This is an optimization exercise on Yosys and OpenROAD, whose aim is small area, a short achievable clock period and few clock cycles per item, not a production implementation.
Only simulation tests tie the RTL to the original design; equivalence was not proved.

===== design/flow/design.v =====
package lgbs_pkg;
  localparam int EXT_W = 31;
  localparam int LIM_W = 11;
  localparam int BLK_W = 34;
  localparam int THR_W = 12;
  localparam logic [1:0] ST_OK        = 2'd0;
  localparam logic [1:0] ST_EXTENT    = 2'd1;
  localparam logic [1:0] ST_GIVEN_THR = 2'd2;
  localparam logic [1:0] ST_AUTO_THR  = 2'd3;
endpackage
module lgbs_mdu (
  input  logic        op_mul,    
  input  logic        op_div,    
  input  logic        bit_i,     
  input  logic        badd,      
  input  logic        cin,       
  input  logic [33:0] acc,
  input  logic [33:0] x,
  input  logic [30:0] n,
  output logic [33:0] res,
  output logic        qbit
);
  logic [35:0] a, b, nn1, nn2, s1, c1, s2, c2, u, v1, v2;
  logic        ci;
  always_comb begin
    a   = {1'b0, acc, 1'b0};
    b   = badd ? {2'b00, x} : 36'd0;
    ci  = op_div ? bit_i : cin;
    nn1 = ~{5'd0, n};
    nn2 = ~{4'd0, n, 1'b0};
    s1  = a ^ b ^ nn1;
    c1  = {((a[34:0] & b[34:0]) | (a[34:0] & nn1[34:0]) | (b[34:0] & nn1[34:0])), 1'b1};
    s2  = a ^ b ^ nn2;
    c2  = {((a[34:0] & b[34:0]) | (a[34:0] & nn2[34:0]) | (b[34:0] & nn2[34:0])), 1'b1};
    u   = a + b + {35'd0, ci};
    v1  = s1 + c1 + {35'd0, ci};
    v2  = s2 + c2 + {35'd0, ci};
    qbit = !v1[35];
    if (op_mul)       res = u[33:0];
    else if (!v2[35]) res = v2[33:0];
    else if (!v1[35]) res = v1[33:0];
    else              res = u[33:0];
  end
endmodule
module launch_grid_block_splitter (
  input  logic         clk,
  input  logic         rst_n,
  input  logic         in_tvalid,
  output logic         in_tready,
  input  logic [191:0] in_tdata,
  input  logic         in_tuser,
  output logic         out_tvalid,
  input  logic         out_tready,
  output logic [191:0] out_tdata,
  input  logic         cfg_valid,
  output logic         cfg_ready,
  input  logic [2:0]   cfg_index,
  input  logic [30:0]  cfg_data
);
  localparam logic [4:0]
    S_IDLE  = 5'd0,  S_DLOAD = 5'd1,  S_DCHK  = 5'd2,  S_EXTM  = 5'd3,
    S_EXTW  = 5'd4,  S_EXTC  = 5'd5,  S_TDIV  = 5'd6,  S_TDIVW = 5'd7,
    S_TCEIL = 5'd8,  S_THR   = 5'd9,  S_THRW  = 5'd10, S_THRR  = 5'd11,
    S_GLOOP = 5'd12, S_RINIT = 5'd13, S_RHO   = 5'd14, S_FSH   = 5'd15,
    S_AMUL  = 5'd16, S_AMULW = 5'd17, S_ADIV  = 5'd18, S_ADIVW = 5'd19,
    S_ASET  = 5'd20, S_FIN   = 5'd21, S_ZERO  = 5'd22, S_DONE  = 5'd23,
    S_DACT  = 5'd24, S_EXTS  = 5'd25, S_THRM  = 5'd26;
  localparam logic [1:0] OP_SQ = 2'd0, OP_MUL = 2'd1, OP_DIV = 2'd2;
  localparam logic [1:0] GU_IDLE = 2'd0, GU_ABS = 2'd1, GU_ITER = 2'd2;
  function automatic logic [5:0] msb_idx(input logic [33:0] v);
    logic [63:0] t;
    logic [5:0]  p;
    t    = {30'd0, v};
    p[5] = |t[63:32];
    t[31:0] = p[5] ? t[63:32] : t[31:0];
    p[4] = |t[31:16];
    t[15:0] = p[4] ? t[31:16] : t[15:0];
    p[3] = |t[15:8];
    t[7:0] = p[3] ? t[15:8] : t[7:0];
    p[2] = |t[7:4];
    t[3:0] = p[2] ? t[7:4] : t[3:0];
    p[1] = |t[3:2];
    t[1:0] = p[1] ? t[3:2] : t[1:0];
    p[0] = t[1];
    msb_idx = p;
  endfunction
  logic [4:0]  state_r;
  logic        rdy_r;
  logic        out_valid_r;
  logic [10:0] mb_r [3];
  logic [30:0] mg_r [3];
  logic [10:0] mt_r;
  logic [1:0]  nd_r;
  logic        tiled_r;
  logic [1:0]  dim_r;
  logic [1:0]  status_r;
  logic [11:0] thr_r;
  logic [30:0] gx_r, gy_r, gz_r;
  logic [33:0] bx_r, by_r, bz_r;
  logic        c_ext_r, c_geq_r, c_b1_r;
  logic [5:0]  psum_r;
  logic        limz_r, gz0_r, l0_r;
  logic [5:0]  gmsb_r;      
  logic        mu_busy_r;
  logic        mu_sq_r, mu_mul_r, mu_div_r;
  logic        mu_srcx_r;
  logic [5:0]  mu_j_r;      
  logic        mu_last_r;
  logic        mu_bit_r;
  logic        mu_badd_r;
  logic [33:0] acc_r;
  logic [33:0] x_r;
  logic [30:0] anchor_r;
  logic [33:0] k_r;
  logic        xnew_r;
  logic [1:0]  gu_st_r;
  logic [30:0] ga_r, gb_r;
  logic [4:0]  gk_r;
  logic [30:0] in_g, in_l;
  logic [1:0]  in_nd;
  always_comb begin
    case (dim_r)
      2'd0:    begin in_g = in_tdata[32:2];  in_l = in_tdata[125:95];  end
      2'd1:    begin in_g = in_tdata[63:33]; in_l = in_tdata[156:126]; end
      default: begin in_g = in_tdata[94:64]; in_l = in_tdata[187:157]; end
    endcase
    in_nd = (in_tdata[1:0] == 2'd0) ? 2'd1 : in_tdata[1:0];
  end
  logic [10:0] cur_mb;
  logic [30:0] cur_mg;
  assign cur_mb = mb_r[dim_r];
  assign cur_mg = mg_r[dim_r];
  logic        mu_start;
  logic [1:0]  mu_op_n;
  logic        mu_srcx_n;
  logic [33:0] src_now, src_run;
  logic [5:0]  src_msb;
  logic        src_nz;
  logic [33:0] mu_res;
  logic        mu_q;
  logic        mu_may_write;
  logic        mu_done;
  logic        nbit;
  assign src_now = mu_srcx_n ? x_r : {3'd0, gb_r};
  assign src_run = mu_srcx_r ? x_r : {3'd0, gb_r};
  assign src_msb = msb_idx(src_now);
  assign src_nz  = (src_now != 34'd0);
  assign nbit    = src_run[mu_j_r];
  logic        sq_skip;
  logic        sbit;
  logic        n_is1;
  assign sq_skip = (src_msb != 6'd0);
  assign n_is1   = (state_r == S_TDIV) ? (bz_r == 34'd1) : (gz_r == 31'd1);
  assign sbit    = src_now[src_msb - 6'd1];
  lgbs_mdu u_mdu (
    .op_mul (mu_mul_r),
    .op_div (mu_div_r),
    .bit_i  (mu_bit_r),
    .badd   (mu_badd_r),
    .cin    (mu_sq_r && mu_last_r),
    .acc    (acc_r),
    .x      (x_r),
    .n      (gz_r),
    .res    (mu_res),
    .qbit   (mu_q)
  );
  logic [30:0] gzf, lf;
  logic [5:0]  pm, pg;
  logic        lim_zero, ext_sure, ext_amb;
  logic        g_lt_mb, l_lt_m1, g_le_l, g_le_mb;
  logic [10:0] m1;
  logic [30:0] bsel;
  always_comb begin
    gzf      = {gz_r[30:1], gz_r[0] | gz0_r};
    lf       = {bz_r[30:1], bz_r[0] | l0_r};
    pm       = msb_idx({23'd0, cur_mb});
    pg       = msb_idx({3'd0, cur_mg});
    lim_zero = (cur_mb == 11'd0) || (cur_mg == 31'd0);
    ext_sure = limz_r || (gmsb_r > psum_r + 6'd1);
    ext_amb  = !ext_sure && (gmsb_r >= psum_r);
    g_lt_mb  = (gzf[30:11] == 20'd0) && (gzf[10:0] < x_r[10:0]);
    g_le_mb  = (gzf[30:11] == 20'd0) && (gzf[10:0] <= x_r[10:0]);
    m1       = g_lt_mb ? gzf[10:0] : x_r[10:0];
    l_lt_m1  = (lf[30:11] == 20'd0) && (lf[10:0] < m1);
    g_le_l   = (gzf <= lf);
    bsel     = l_lt_m1 ? lf : {20'd0, m1};
  end
  logic [31:0] gd_ab;
  logic [30:0] gd_ba, gd_abs, gd_min, gd_sh, ga_sh, gb_sh;
  logic        gd_lt, both_even;
  logic        gu_term, gu_one, gu_is1, gu_ready, gu_load, gu_found;
  always_comb begin
    gd_ab     = {1'b0, ga_r} - {1'b0, gb_r};
    gd_ba     = gb_r - ga_r;
    gd_lt     = gd_ab[31];
    gd_abs    = gd_lt ? gd_ba : gd_ab[30:0];
    gd_min    = gd_lt ? ga_r : gb_r;
    gd_sh     = gd_abs[1] ? {1'b0, gd_abs[30:1]} :
                gd_abs[2] ? {2'b00, gd_abs[30:2]} : {3'b000, gd_abs[30:3]};
    both_even = !ga_r[0] && !gb_r[0];
    ga_sh     = (ga_r[1] || both_even) ? {1'b0, ga_r[30:1]} :
                ga_r[2] ? {2'b00, ga_r[30:2]} : {3'b000, ga_r[30:3]};
    gb_sh     = (gb_r[1] || both_even) ? {1'b0, gb_r[30:1]} :
                gb_r[2] ? {2'b00, gb_r[30:2]} : {3'b000, gb_r[30:3]};
    gu_one    = (gb_r == 31'd1);
    gu_term   = (ga_r == 31'd0) || (ga_r == gb_r) || gu_one;
    gu_is1    = gu_one && (gk_r == 5'd0);
  end
  assign gu_found = (state_r == S_RHO) && (gu_st_r == GU_ITER) && gu_term && !gu_is1;
  assign gu_ready = (gu_st_r == GU_IDLE) || ((gu_st_r == GU_ITER) && gu_term && gu_is1);
  assign gu_load  = (state_r == S_RHO) && xnew_r && gu_ready;
  logic [33:0] k_inc;
  assign k_inc = k_r + 34'd1;
  assign mu_may_write = !xnew_r || gu_load;
  assign mu_done  = mu_busy_r && mu_last_r && (!mu_sq_r || mu_may_write);
  logic [4:0]  state_n;
  logic        last_dim;
  logic        g_gt_mg;
  logic [30:0] inc_in, inc_out;
  logic        inc_c;
  logic        need_div;
  assign last_dim = (dim_r == 2'd2);
  assign g_gt_mg  = gz_r > cur_mg;
  assign inc_in   = (state_r == S_FSH) ? {1'b0, gz_r[30:1]} : x_r[30:0];
  assign inc_c    = (state_r == S_FSH) ? gz_r[0] : (acc_r != 34'd0);
  assign inc_out  = inc_in + {30'd0, inc_c};
  assign need_div = !c_b1_r && !c_geq_r;
  logic start, dload, tiled_now, dim_act;
  assign start     = (state_r == S_IDLE) && in_tvalid && (!out_valid_r || out_tready);
  assign dload     = (state_r == S_DLOAD) || start;
  assign tiled_now = (state_r == S_IDLE) ? in_tuser : tiled_r;
  assign dim_act   = (state_r == S_IDLE) || (dim_r < nd_r);
  logic ext_gt, thr_gt, act_go, go_tdiv, go_zext, dim_done, thr_mul;
  assign ext_gt   = c_ext_r;    
  logic [11:0] thr_nx;
  always_comb begin
    thr_nx = thr_r;
    if (state_r == S_THR) begin
      if (bz_r == 34'd1)                       thr_nx = thr_r;
      else if (bz_r == 34'd0 || thr_r == 12'd0) thr_nx = 12'd0;
      else if (bz_r[33:11] != 23'd0)           thr_nx = 12'd2048;
      else if (thr_r == 12'd1)                 thr_nx = {1'b0, bz_r[10:0]};
    end else if (state_r == S_THRR) begin
      thr_nx = (acc_r[33:11] != 23'd0) ? 12'd2048 : acc_r[11:0];
    end
  end
  assign thr_gt   = thr_nx > {1'b0, mt_r};
  logic geq_now, b1_now, sel_nd, sel_b1;
  assign geq_now  = g_le_mb && g_le_l;
  assign b1_now   = (bsel == 31'd1);
  assign sel_nd   = (state_r == S_DCHK) ? (!b1_now && !geq_now) : need_div;
  assign sel_b1   = (state_r == S_DCHK) ? b1_now : c_b1_r;
  assign act_go   = ((state_r == S_DCHK) && !ext_sure && !ext_amb) ||
                    ((state_r == S_EXTC) && !ext_gt);
  assign go_tdiv  = act_go && tiled_r && sel_nd;
  assign go_zext  = ((state_r == S_DCHK) && ext_sure) || ((state_r == S_EXTC) && ext_gt);
  assign thr_mul  = !(bz_r == 34'd1 || bz_r == 34'd0 || thr_r == 12'd0 || thr_r == 12'd1 ||
                      bz_r[33:11] != 23'd0);
  assign dim_done = (act_go && tiled_r && !sel_nd && sel_b1) ||
                    ((state_r == S_GLOOP) && !g_gt_mg && (bz_r == 34'd1)) ||
                    ((state_r == S_THR) && !thr_mul) || (state_r == S_THRR);
  logic fin_ev;
  assign fin_ev   = last_dim && (dim_done || ((state_r == S_DLOAD) && !dim_act));
  always_comb begin
    state_n   = state_r;
    mu_start  = 1'b0;
    mu_op_n   = OP_MUL;
    mu_srcx_n = 1'b0;
    case (state_r)
      S_IDLE:  if (start) state_n = S_DCHK;
      S_DLOAD: begin
        if (dim_r < nd_r)  state_n = S_DCHK;
        else if (last_dim) state_n = thr_gt ? S_ZERO : S_DONE;
      end
      S_DCHK: begin
        if (ext_sure)      state_n = S_ZERO;
        else if (ext_amb)  state_n = S_EXTM;
        else if (!tiled_r) state_n = S_GLOOP;
        else if (sel_nd)   state_n = S_TDIV;
        else if (b1_now)   state_n = last_dim ? (thr_gt ? S_ZERO : S_DONE) : S_DLOAD;
        else               state_n = S_THR;
      end
      S_EXTM:  state_n = S_EXTS;           
      S_EXTS: begin                         
        mu_start = 1'b1;
        mu_op_n  = OP_MUL;
        state_n  = S_EXTW;
      end
      S_EXTW:  if (mu_done) state_n = S_EXTC;
      S_EXTC: begin
        if (ext_gt)               state_n = S_ZERO;
        else if (!tiled_r)        state_n = S_GLOOP;
        else if (need_div)        state_n = S_TDIV;
        else if (c_b1_r)          state_n = last_dim ? (thr_gt ? S_ZERO : S_DONE) : S_DLOAD;
        else                      state_n = S_THR;
      end
      S_TDIV: begin                         
        mu_start = 1'b1;
        mu_op_n  = OP_DIV;
        state_n  = S_TDIVW;
      end
      S_TDIVW: if (mu_done) state_n = S_TCEIL;
      S_TCEIL: state_n = S_THR;
      S_THR: begin
        if (!thr_mul)
          state_n = last_dim ? (thr_gt ? S_ZERO : S_DONE) : S_DLOAD;
        else
          state_n = S_THRM;                 
      end
      S_THRM: begin
        mu_start = 1'b1;
        mu_op_n  = OP_MUL;
        state_n  = S_THRW;
      end
      S_THRW: if (mu_done) state_n = S_THRR;
      S_THRR: state_n = last_dim ? (thr_gt ? S_ZERO : S_DONE) : S_DLOAD;
      S_GLOOP: begin
        if (g_gt_mg)              state_n = S_RINIT;
        else if (bz_r != 34'd1)   state_n = S_THR;
        else                      state_n = last_dim ? (thr_gt ? S_ZERO : S_DONE) : S_DLOAD;
      end
      S_RINIT: state_n = S_RHO;
      S_RHO: begin
        if (gu_found) state_n = S_FSH;
        if (!mu_busy_r) begin
          mu_start  = 1'b1;
          mu_op_n   = OP_SQ;
          mu_srcx_n = 1'b1;
        end
      end
      S_FSH: begin
        if (gk_r == 5'd0) state_n = (gb_r == gz_r) ? S_GLOOP : S_AMUL;
      end
      S_AMUL: begin                         
        mu_start = 1'b1;
        mu_op_n  = OP_MUL;
        state_n  = S_AMULW;
      end
      S_AMULW: if (mu_done) state_n = S_ADIV;    
      S_ADIV: begin
        mu_start = 1'b1;
        mu_op_n  = OP_DIV;
        state_n  = S_ADIVW;
      end
      S_ADIVW: if (mu_done) state_n = S_ASET;
      S_ASET:  state_n = S_GLOOP;
      S_ZERO:  if (dim_r == 2'd2) state_n = S_DONE;
      S_DONE:  state_n = S_IDLE;
      default: state_n = S_IDLE;
    endcase
  end
  assign in_tready  = rdy_r;
  assign cfg_ready  = 1'b1;
  assign out_tvalid = out_valid_r;
  assign out_tdata  = {4'd0, status_r, bz_r[30:0], by_r[30:0], bx_r[30:0], gz_r, gy_r, gx_r};
  always_ff @(posedge clk) begin
    if (!rst_n) begin
      state_r     <= S_IDLE;
      rdy_r       <= 1'b0;
      out_valid_r <= 1'b0;
      mu_busy_r   <= 1'b0;
      gu_st_r     <= GU_IDLE;
      xnew_r      <= 1'b0;
      mb_r[0]     <= 11'd1024;
      mb_r[1]     <= 11'd1024;
      mb_r[2]     <= 11'd64;
      mg_r[0]     <= 31'd2147483647;
      mg_r[1]     <= 31'd65535;
      mg_r[2]     <= 31'd65535;
      mt_r        <= 11'd1024;
    end else begin
      state_r <= state_n;
      rdy_r   <= (fin_ev && !thr_gt) || ((state_r == S_ZERO) && (dim_r == 2'd2));
      if (cfg_valid) begin
        case (cfg_index)
          3'd0: mb_r[0] <= cfg_data[10:0];
          3'd1: mb_r[1] <= cfg_data[10:0];
          3'd2: mb_r[2] <= cfg_data[10:0];
          3'd3: mg_r[0] <= cfg_data;
          3'd4: mg_r[1] <= cfg_data;
          3'd5: mg_r[2] <= cfg_data;
          3'd6: mt_r    <= cfg_data[10:0];
          default: ;
        endcase
      end
      if (state_r == S_DONE)              out_valid_r <= 1'b1;
      else if (out_valid_r && out_tready) out_valid_r <= 1'b0;
      if (mu_start)                mu_busy_r <= 1'b1;
      else if (state_r == S_RINIT || gu_found) mu_busy_r <= 1'b0;
      else if (mu_done)            mu_busy_r <= 1'b0;
      if (state_r == S_RINIT) begin
        xnew_r  <= 1'b0;
        gu_st_r <= GU_IDLE;
      end else if (state_r == S_RHO) begin
        if (gu_found) begin
          gu_st_r <= GU_IDLE;
        end else begin
          if (mu_done && mu_sq_r) xnew_r <= 1'b1;
          else if (gu_load)       xnew_r <= 1'b0;
          if (gu_load)                            gu_st_r <= GU_ABS;
          else if (gu_st_r == GU_ABS)             gu_st_r <= GU_ITER;
          else if (gu_st_r == GU_ITER && gu_term) gu_st_r <= GU_IDLE;
        end
      end
    end
  end
  always_ff @(posedge clk) begin
    if (mu_start) begin
      mu_sq_r   <= (mu_op_n == OP_SQ);
      mu_mul_r  <= (mu_op_n == OP_MUL);
      mu_div_r  <= (mu_op_n == OP_DIV);
      mu_srcx_r <= mu_srcx_n;
      if (sq_skip) begin
        mu_j_r    <= src_msb - 6'd2;
        mu_last_r <= (src_msb == 6'd1);
        mu_bit_r  <= sbit;
        mu_badd_r <= sbit && (mu_op_n != OP_DIV);
        if (mu_op_n == OP_DIV) acc_r <= {33'd0, !n_is1};
        else                   acc_r <= x_r;
      end else begin
        mu_j_r    <= 6'd0;
        mu_last_r <= (src_msb == 6'd0);
        mu_bit_r  <= src_nz;
        mu_badd_r <= src_nz && (mu_op_n != OP_DIV);
        acc_r     <= 34'd0;
      end
      if (mu_op_n == OP_DIV) x_r <= {33'd0, sq_skip && n_is1};
    end else if (mu_busy_r) begin
      if (!mu_last_r) begin
        mu_j_r    <= mu_j_r - 6'd1;
        mu_last_r <= (mu_j_r == 6'd0);
        mu_bit_r  <= nbit;
        mu_badd_r <= nbit && !mu_div_r;
        acc_r     <= mu_res;
        if (mu_div_r) x_r <= {x_r[32:0], mu_q};
      end else if (mu_done) begin
        if (mu_sq_r) begin
          x_r <= mu_res;
        end else begin
          acc_r <= mu_res;
          if (mu_div_r) x_r <= {x_r[32:0], mu_q};
        end
      end
    end
    case (state_r)
      S_RINIT: x_r <= 34'd2;
      default: ;
    endcase
    if (dload) x_r <= {23'd0, cur_mb};
    case (state_r)
      S_THR, S_FSH: x_r <= bz_r;
      default: ;
    endcase
    if (state_r == S_RINIT) begin
      anchor_r <= 31'd2;
      k_r      <= 34'd2;
    end else if (state_r == S_RHO) begin
      if (gu_found) begin
      end else if (gu_load) begin
        ga_r <= x_r[30:0];
        gb_r <= anchor_r;
        if ((k_r & k_inc) == 34'd0) anchor_r <= x_r[30:0];
        k_r <= k_inc;
      end else if (gu_st_r == GU_ABS) begin
        ga_r <= gd_abs;
        gb_r <= gz_r;
        gk_r <= 5'd0;
      end else if (gu_st_r == GU_ITER && !gu_term) begin
        if (!ga_r[0]) ga_r <= ga_sh;
        if (both_even) gk_r <= gk_r + 5'd1;
        if (!gb_r[0])  gb_r <= gb_sh;
        if (ga_r[0] && gb_r[0]) begin
          ga_r <= gd_sh;
          gb_r <= gd_min;
        end
      end
    end else if (state_r == S_FSH) begin
      if (gk_r != 5'd0) begin
        gb_r <= {gb_r[29:0], 1'b0};
        gk_r <= gk_r - 5'd1;
      end
    end else if (dload) begin
      gb_r <= in_g;
    end else if (state_r == S_EXTM) begin
      gb_r <= cur_mg;
    end else if (state_r == S_THR) begin
      gb_r <= {19'd0, thr_r};
    end else if (state_r == S_DCHK) begin
      gb_r <= gzf;                        
    end else if ((state_r == S_EXTC) || (state_r == S_AMULW && mu_done)) begin
      gb_r <= gz_r;
    end
    if (dim_done) dim_r <= dim_r + 2'd1;
    case (state_r)
      S_IDLE: begin
        nd_r    <= in_nd;
        tiled_r <= in_tuser;
        thr_r   <= 12'd1;
      end
      S_EXTW: if (mu_done) c_ext_r <= !mu_q;    
      S_DONE: dim_r <= 2'd0;
      default: ;
    endcase
    if (dload) begin
        status_r <= 2'd0;
        psum_r   <= pm + pg;
        limz_r   <= lim_zero;
        gz0_r    <= (in_g == 31'd0);
        gmsb_r   <= msb_idx({3'd0, in_g});
        l0_r     <= (in_l == 31'd0);
        gx_r <= gy_r;
        gy_r <= gz_r;
        bx_r <= by_r;
        by_r <= bz_r;
        if (dim_act) begin
          gz_r <= in_g;
          bz_r <= tiled_now ? {3'd0, in_l} : 34'd1;
        end else begin
          gz_r <= 31'd1;
          bz_r <= 34'd1;
          if (!last_dim) dim_r <= dim_r + 2'd1;
        end
    end
    case (state_r)
      S_DCHK: begin
        c_geq_r <= geq_now;
        c_b1_r  <= b1_now;
        bz_r    <= {3'd0, bsel};
        gz_r    <= geq_now ? 31'd1 : gzf;
        if (go_zext) begin
          status_r <= 2'd1;
          dim_r    <= 2'd0;
        end
      end
      S_EXTC: begin
        if (go_zext) begin
          status_r <= 2'd1;
          dim_r    <= 2'd0;
        end
      end
      S_TDIV:  gz_r <= bz_r[30:0];
      S_AMULW: if (mu_done) gz_r <= gb_r;
      S_ADIV:  bz_r <= acc_r;
      S_TCEIL: gz_r <= inc_out;
      S_THR, S_THRR: thr_r <= thr_nx;
      S_FSH: begin
        if (gk_r == 5'd0 && gb_r == gz_r) begin
          gz_r <= inc_out;
          bz_r <= {bz_r[32:0], 1'b0};
        end
      end
      S_ASET: gz_r <= x_r[30:0];
      S_ZERO: begin
        gx_r  <= gy_r;
        gy_r  <= gz_r;
        gz_r  <= 31'd0;
        bx_r  <= by_r;
        by_r  <= bz_r;
        bz_r  <= 34'd0;
        dim_r <= dim_r + 2'd1;
      end
      default: ;
    endcase
    if (fin_ev && thr_gt) begin
      status_r <= tiled_r ? 2'd2 : 2'd3;
      dim_r    <= 2'd0;
    end
    if (!rst_n) dim_r <= 2'd0;
  end
endmodule

===== design/flow/flow/run.sh =====
#!/bin/bash
set -euo pipefail
SETUP_MARGIN=6
cp standard.sh standard.sh.txt
grep -v '^export SETUP_SLACK_MARGIN\|^export BUFFER_PORTS_ARGS' config.mk > config.mk.new
echo "export SETUP_SLACK_MARGIN = ${SETUP_MARGIN}" >> config.mk.new
echo "export BUFFER_PORTS_ARGS = -buffer_cell sky130_fd_sc_hd__buf_1" >> config.mk.new
mv config.mk.new config.mk
bash standard.sh > standard.log 2>&1

===== design/flow/standard.sh =====
#!/bin/bash
# synth_recipe.tcl (not shown) runs the flow's synth.tcl, then flattens the netlist and writes it again
# the make line also repeats each setting of config.mk as NAME=value (left out here)
make -C /OpenROAD-flow-scripts/flow DESIGN_CONFIG=/design/flow/config.mk WORK_HOME=/design/flow/orfs CLKGATE_MAP_FILE= SYNTH_SCRIPT=/design/flow/synth_recipe.tcl "${@:-finish}"

===== design/flow/config.mk =====
export PLATFORM = sky130hd
export DESIGN_NAME = launch_grid_block_splitter
export DESIGN_NICKNAME = launch_grid_block_splitter
export VERILOG_FILES = /design/flow/design.v
export SDC_FILE = /design/flow/constraint.sdc
export NUM_CORES = 4
export LEC_CHECK = 0
export CAP_MARGIN = 50
export CORE_MARGIN = 2
export CORE_UTILIZATION = 40
export SLEW_MARGIN = 50
export SETUP_SLACK_MARGIN = 6
export BUFFER_PORTS_ARGS = -buffer_cell sky130_fd_sc_hd__buf_1

===== design/flow/constraint.sdc =====
create_clock -name core_clock -period 12.5 [get_ports {clk}]
set_input_delay 2.5000 -clock core_clock [delete_from_list [all_inputs] [get_ports {clk}]]
set_output_delay 2.5000 -clock core_clock [all_outputs]
set_load 0.01 [all_outputs]

==> qor.txt, run 1 <==
Compound-gate portion of the synthesized area -> 0.250
Initial DRC Count -> 8103
Die area -> 0.125 mm2
DR pass1 iterations -> 14
CP Max Fanout -> 17
Yosys top cell area share -> 0.203
Final hold vios -> 0
CTS Buffer Depth -> 3
Vias per inst -> 6.47
Vias in the first global route -> 47194
Post-DP HPWL -> 165000 um
Hold_sp -> gy_r[22]
Fin worst setup slack -> 6180 ps
TritonCTS buffer count -> 72
CTS tree -> yes
Synth cell types -> 96
CP required -> 12930 ps
Core Box Area -> 0.122 mm2
Multiplexer share of the synthesized area -> 0.0521
Fillers -> 12137
Global route hottest layer -> met2
Via count -> 51367
Placer Congestion -> 1.03
Initial Util -> 0.403
Worst Setup End Kind -> flop
Min Clock Period, post-route -> 6320 ps
Global Route Usage Sum -> 0.344
Row cnt -> 128
Port bufs -> 417
Slew Limit Fails -> 0
Critical path class -> reg -> reg
R2R setup slack -> 6180 ps
Hold_buf cts -> 0
Area grow syn2layout -> 13.4%
Clk pin slew, worst setup/hold paths -> 70 ps
Synthesized area -> 0.0491 mm2
Num Clock Sinks -> 586
Final #Nets -> 6875
Dpl ws -> 5940 ps
Gate Count Post-Synth -> 5985
Worst setup SP type -> flop
F_max -> 0.158 GHz
Hold WS -> 443 ps
Dominant cells by area after synthesis -> edfxtp_1, dfxtp_1, ha_1, nand2_1, a21oi_1
Residual DRC count -> 0
Most common cell in the netlist -> nand2_1
Largest net degree at the start of global routing -> 81
Mean Syn Cell Area -> 8.20 um2
First-pass GRT wire length -> 324000 um
Worst path arrival time -> 6740 ps
Top FF cell, synth -> edfxtp_1
Outcome -> finished clean
Largest area contributor in the netlist -> edfxtp_1
Worst Tran Pin Value -> 819 ps
Final TNS setup -> 0 ps
GRT overflow -> 0
WL final -> 225000 um
Synthesized flop and latch total -> 586
CP endpoint -> mu_bit_r
Antenna violation net count after detailed routing -> 0
HP Class -> reg -> reg
Clock skew -> 63.2 ps
Async SR Flop Fraction -> 0
Synth warnings -> 4
DR WL/cell -> 28.3 um
Reg2Reg Launch Point -> state_r[3]
Finish-stage setup viols -> 0
Reg2Reg Depth -> 17
Xor/xnor cell area share of the yosys netlist -> 0.0362
Critical path origin -> state_r[3]
Simple-Gate Fraction of Synth Area -> 0.173
RR Endpoint -> mu_bit_r
Io pins -> 427
M1 GR Usage -> 0.460
Crit share post-route -> 0.505
CTS Root Cell -> clkbuf_16
Initial antenna violation count -> 21
Synth top cells by count -> nand2_1, a21oi_1, inv_1
Slew HR -> 0.449
Clk Latency, worst-skew pair -> 690 ps
Max_cap viols -> 0
Ratio of cells with drive above 1 in the final layout -> 0.0796
Die W -> 354 um
GR Util met2 -> 0.504
GR Util met3 -> 0.0889
RSZ-0062 raised after global routing -> yes
Die height -> 354 um
Largest family of logic cells by synthesized area -> compound AO/OA/AOI/OAI gates
Number of enable flip-flop cells after synthesis -> 332
Adder-Cell Fraction of Synth Area -> 0.111
H-tree depth -> 3
Sequential share of the synthesized area -> 0.307
registers in the layout, indices dropped and copies added, names as in the netlist, 6 cells and up:
signal and count:
gz_r 31, mb_r 33, k_r 34, gb_r 31, mg_r 93, mt_r 11, bz_r 34, thr_r 12
x_r 34, anchor_r 31, bx_r 31, ga_r 31, acc_r 34, by_r 31, mu_j_r 6, gx_r 31
gy_r 31, psum_r 6
placed cells by master (no fill, tap or decap), drive strengths merged, types with 44 or more instances in the layout:
cell type  netlist  layout
a211oi          66      66
a21o           119     119
a21oi          462     463
a222oi          53      53
a22oi          271     271
a31oi           45      45
and3            44      44
buf            104     638
clkbuf         349     103
dfxtp          254     254
edfxtp         332     332
fa              67      67
ha             326     326
inv            428     430
mux2i          180     180
nand2          813     813
nand3          174     174
nand4           79      79
nor2           408     408
nor3            82      82
nor4            90      90
o211ai          70      70
o21ai          300     300
o221ai          65      65
o22ai           44      44
xnor2          123     123
xor2            80      80
critical path, stage by stage, from the launching register on:
cell      delay, ps
dfxtp_1         720
and3b_1         320
buf_4           350
nand4_4         240
o32a_2          560
o211a_4         340
a221o_1         390
a221oi_4        480
a21oi_4         220
ha_1            500
inv_2           260
mux4_2          540
mux2_2          270
o21ai_0         140
a21oi_1          60
a211oi_1        230
a41oi_1         120
a31o_1          260
through the flow:
| step | area [um2] | util | instances |
|---|---|---|---|
| after floorplan | 49100 | - | 5988 |
| after global placement | 52400 | 0.431 | 7767 |
| after detailed placement | 52900 | 0.435 | 7786 |
| after CTS | 55400 | 0.455 | 7918 |
| after global routing | 55600 | 0.457 | 7935 |
| final | 55600 | 0.457 | 7939 |
how the worst min path moves through the flow:
stage / end / slack [ps] / cells after the start
3_3_place_gp: gx_r[24] / 430 / 0
2_1_floorplan: mb_r[0][0] / 430 / 2
5_1_grt: gx_r[4] / 440 / 0
3_5_place_dp: bx_r[8] / 430 / 0
6_report: gx_r[22] / 440 / 0
4_1_cts: gx_r[4] / 440 / 0
cell families after synthesis:
logic type,after synthesis
AND/OR/NAND/NOR,1878
buffers and inverters,883
adder cells (fa/ha/maj),393
other,2
XOR/XNOR,203
flip-flops,586
AO/OA/AOI/OAI,1820
multiplexers,220
layout make-up:
| cell class | instances | area [um2] | area share |
|---|---|---|---|
| multi-input combinational | 4520 | 31000 | 0.558 |
| sequential | 586 | 15100 | 0.271 |
| timing repair buffer | 640 | 3440 | 0.0619 |
| inverter | 430 | 1620 | 0.0292 |
| tap | 1625 | 2030 | 0.0365 |
| clock inverter | 30 | 395 | 0.00711 |
| antenna | 6 | 15.0 | 0.000270 |
| clock buffer | 102 | 2040 | 0.0366 |
per-layer routing:
layer	wire length [um]	up-vias
li1	-	22433
met1	88000	24689
met2	93500	3397
met3	27900	826
met4	15400	22
met5	176	-
timing repair:
| item | in CTS | in global routing |
|---|---|---|
| gates resized for setup | 1 | 12 |
| gates cloned | 0 | 1 |
| pin swaps | 0 | 3 |
| endpoints found under the setup margin | 2 | 49 |
| setup buffers | 0 | 6 |
Testbench counts, summed over its fixed seeds: cycles 53,545, items 320.
==> inputs of run 2 (changes only) <==
--- a/design/flow/flow/run.sh
+++ b/design/flow/flow/run.sh
@@ -1,6 +1,6 @@
 #!/bin/bash
 set -euo pipefail
-SETUP_MARGIN=6
+SETUP_MARGIN=7.5
 cp standard.sh standard.sh.txt
 grep -v '^export SETUP_SLACK_MARGIN\|^export BUFFER_PORTS_ARGS' config.mk > config.mk.new
 echo "export SETUP_SLACK_MARGIN = ${SETUP_MARGIN}" >> config.mk.new
--- a/design/flow/config.mk
+++ b/design/flow/config.mk
@@ -9,5 +9,5 @@
 export CORE_MARGIN = 2
 export CORE_UTILIZATION = 40
 export SLEW_MARGIN = 50
-export SETUP_SLACK_MARGIN = 6
+export SETUP_SLACK_MARGIN = 7.5
 export BUFFER_PORTS_ARGS = -buffer_cell sky130_fd_sc_hd__buf_1
==> run 2 against run 1 <==
Sequential share of layout area fell by 1.7 points. Die area stayed put. Via count grew 1.2%. Non-clock buffer count grew 170. Clock skew is 14 ps lower.
==> qor.txt, run 2 <==
Largest net degree at the start of global routing -> 96 (+19%)
Largest area contributor in the netlist -> edfxtp_1
Global Route Usage Sum -> 0.350 (+0.00527)
Async SR Flop Fraction -> 0 (unchanged)
Dominant cells by area after synthesis -> edfxtp_1, dfxtp_1, ha_1, nand2_1, a21oi_1
Outcome -> finished clean
Die height -> 354 um (unchanged)
Die W -> 354 um (unchanged)
TritonCTS buffer count -> 71 (-1.4%)
Area grow syn2layout -> 21.1%
Initial antenna violation count -> 21 (unchanged)
Synthesized flop and latch total -> 586 (unchanged)
Min Clock Period, post-route -> 5170 ps (-1150 ps)
Num Clock Sinks -> 586 (unchanged)
DR WL/cell -> 28.6 um (+0.98%)
Synth warnings -> 4 (unchanged)
Worst stage delay on the critical path -> 510 ps (-210 ps)
Clk pin slew, worst setup/hold paths -> 60 ps (about the same)
CTS Root Cell -> clkbuf_16
Sequential share of the synthesized area -> 0.307 (unchanged)
Final TNS setup -> 0 ps (unchanged)
Most common cell after layout, fill and taps aside -> nand2_1
Gate Count Post-Synth -> 5985 (unchanged)
Die area -> 0.125 mm2 (unchanged)
Initial DRC Count -> 7563 (-6.7%)
Clock skew -> 49.5 ps (-13.8 ps)
Core Box Area -> 0.122 mm2 (unchanged)
Io pins -> 427 (unchanged)
Worst path arrival time -> 5670 ps (-1070 ps)
Critical path class -> reg -> reg
Clk Latency, worst-skew pair -> 700 ps (about the same)
Finish-stage setup viols -> 0 (unchanged)
Via count -> 52003 (+1.2%)
Fillers -> 11750 (-3.2%)
Hold WS -> 438 ps (-4.46 ps)
Number of enable flip-flop cells after synthesis -> 332 (unchanged)
Worst Setup End Kind -> flop
Row cnt -> 128 (unchanged)
Synthesized area -> 0.0491 mm2 (unchanged)
Port bufs -> 417 (unchanged)
F_max -> 0.193 GHz (+22%)
CTS Buffer Depth -> 3 (unchanged)
CP max stage cell -> fa_1
Vias per inst -> 6.41 (-0.96%)
DR pass1 iterations -> 10 (-4)
Most frequent CP cell -> buf_12
Synth cell types -> 96 (unchanged)
GRT overflow -> 0 (unchanged)
Initial Util -> 0.403 (unchanged)
Most flop-heavy register -> mg_r
Synth top cells by count -> nand2_1, a21oi_1, inv_1
Final #Nets -> 7046 (+2.5%)
Antenna violation net count after detailed routing -> 0 (unchanged)
Most common cell in the netlist -> nand2_1
Final hold vios -> 0 (unchanged)
Most frequent cells in the layout -> nand2_1, a21oi_1, buf_1
Max_cap viols -> 0 (unchanged)
First-pass GRT wire length -> 328000 um (+1.3%)
CP required -> 13000 ps (+70 ps)
Ratio of cells with drive above 1 in the final layout -> 0.143 (+0.0632)
Vias in the first global route -> 47980 (+1.7%)
Slew Limit Fails -> 0 (unchanged)
Residual DRC count -> 0 (unchanged)
CTS tree -> yes
H-tree depth -> 3 (unchanged)
Placer Congestion -> 1.04 (+0.75%)
RSZ-0062 raised after global routing -> yes
HP Class -> reg -> reg
CP Max Fanout -> 7 (-10)
Worst Tran Pin Value -> 814 ps (-4.95 ps)
Hold_buf cts -> 0 (unchanged)
Slew HR -> 0.454 (+0.00457)
Top FF cell, synth -> edfxtp_1
Crit-path cells -> buf_12 -> buf_16 -> nand2_8 -> fa_1 -> inv_2 -> ha_4 -> nand4_1 -> or2_4 -> a211o_1 -> a211oi_2 -> or4_4 -> nand3b_1 -> a31o_4 -> a32oi_4 -> nand2b_4 -> a211oi_4 -> or3_4 -> buf_12 -> a221o_1 -> a221oi_2
Crit share post-route -> 0.414 (-0.0916)
Yosys top cell area share -> 0.203 (unchanged)
Worst setup SP type -> flop
Mean Syn Cell Area -> 8.20 um2 (unchanged)
Max reg flops -> 93 (unchanged)
WL final -> 232000 um (+3.2%)
Post-DP HPWL -> 163000 um (-0.97%)
## run 2: metrics by stage
step	std cells	utilization	setup slack, ps	instance area, um2
after detailed placement	7778	0.434	5920	52800
final	8115	0.488	7330	59400
after CTS	7996	0.472	7360	57400
after global routing	8104	0.488	7160	59400
after floorplan	5988	-	7510	49200
after global placement	7764	0.431	5220	52500
## run 2: path summary, 6_finish.rpt
kind	startpoint	end	slack, ps	depth (start not counted)
worst max register to register	mu_badd_r	x_r[14]	7330	20
worst max-delay path	mu_badd_r	x_r[14]	7330	20
worst min register to register	by_r[19]	bx_r[19]	440	0
worst min-delay path	by_r[19]	bx_r[19]	440	0
## run 2: kinds of logic (layout without fill, tap and decap cells)
| group | count (synthesis) | count (layout) | synth area share |
|---|---|---|---|
| AO/OA/AOI/OAI | 1820 | 1821 | 0.250 |
| AND/OR/NAND/NOR | 1878 | 1879 | 0.173 |
| multiplexers | 220 | 220 | 0.0521 |
| buffers and inverters | 883 | 1372 | 0.0713 |
| XOR/XNOR | 203 | 203 | 0.0362 |
| other | 2 | 16 | 0.000153 |
| adder cells (fa/ha/maj) | 393 | 393 | 0.111 |
| flip-flops | 586 | 586 | 0.307 |
## run 2: layout make-up
cell class                      count  area [um2]  area share
Clock inverter                     34         473     0.00796
Clock buffer                       97        2020      0.0340
Antenna cell                       11        27.5    0.000463
Inverter                          430        1670      0.0281
Timing Repair inverter              1        8.76    0.000147
Tap cell                         1625        2030      0.0342
Multi-Input combinational cell   4521       32800       0.552
Timing Repair Buffer              810        5330      0.0896
Sequential cell                   586       15100       0.254
## run 2: what timing repair did
action	in CTS	in global routing
gates cloned	8	9
pin swaps	60	87
resized for setup	277	212
endpoints found under the setup margin	171	120
setup buffers	79	94
## run 2: worst max-delay path, delay by kind of cell, from the launching register on
kind,cells,cell delay (ps)
and+or+nand+nor,7,1420
adders and majority gates,2,770
DFF,1,370
buffers and inverters,4,590
AOI/OAI and AO/OA,7,1810
## run 2: per-layer routing
layer,share of wire,global-route usage
met5,0.00044,0
met4,0.081,0.234
met3,0.12,0.103
met2,0.42,0.519
met1,0.37,0.439

-- static timing again, ports no longer ideal --
No port has a modelled driver above. Below, the same layouts with a new extraction and two added sets of constraints.
Step 1 sets driving cells, clkbuf_16 on the clock port and buf_2 on the other inputs (assumed; they add their load-dependent delay and slew).
Step 2 times the ports against the registers' clock, not the clock port: input delays grow and output delays shrink by t, the midpoint of the rising clock arrivals with the driver on.
a / b / c = ideal / step 1 / step 2; a / b = the first two.
run	t (ns)	slack for setup (ns)	worst setup path at the end	worst register clock-pin slew, ns	worst data-port slew with drivers (ns)
run 1	0.739	6.184 / 6.184 / 6.184	register to register	0.07 / 0.07	0.08
run 2	0.744	7.329 / 7.329 / 6.833	input to register	0.09 / 0.09	0.19
After both steps every run listed still meets setup and hold. For run 2, which loses most, drivers alone change the setup slack by 0.000 ns; drivers and shift together by -0.496 ns.
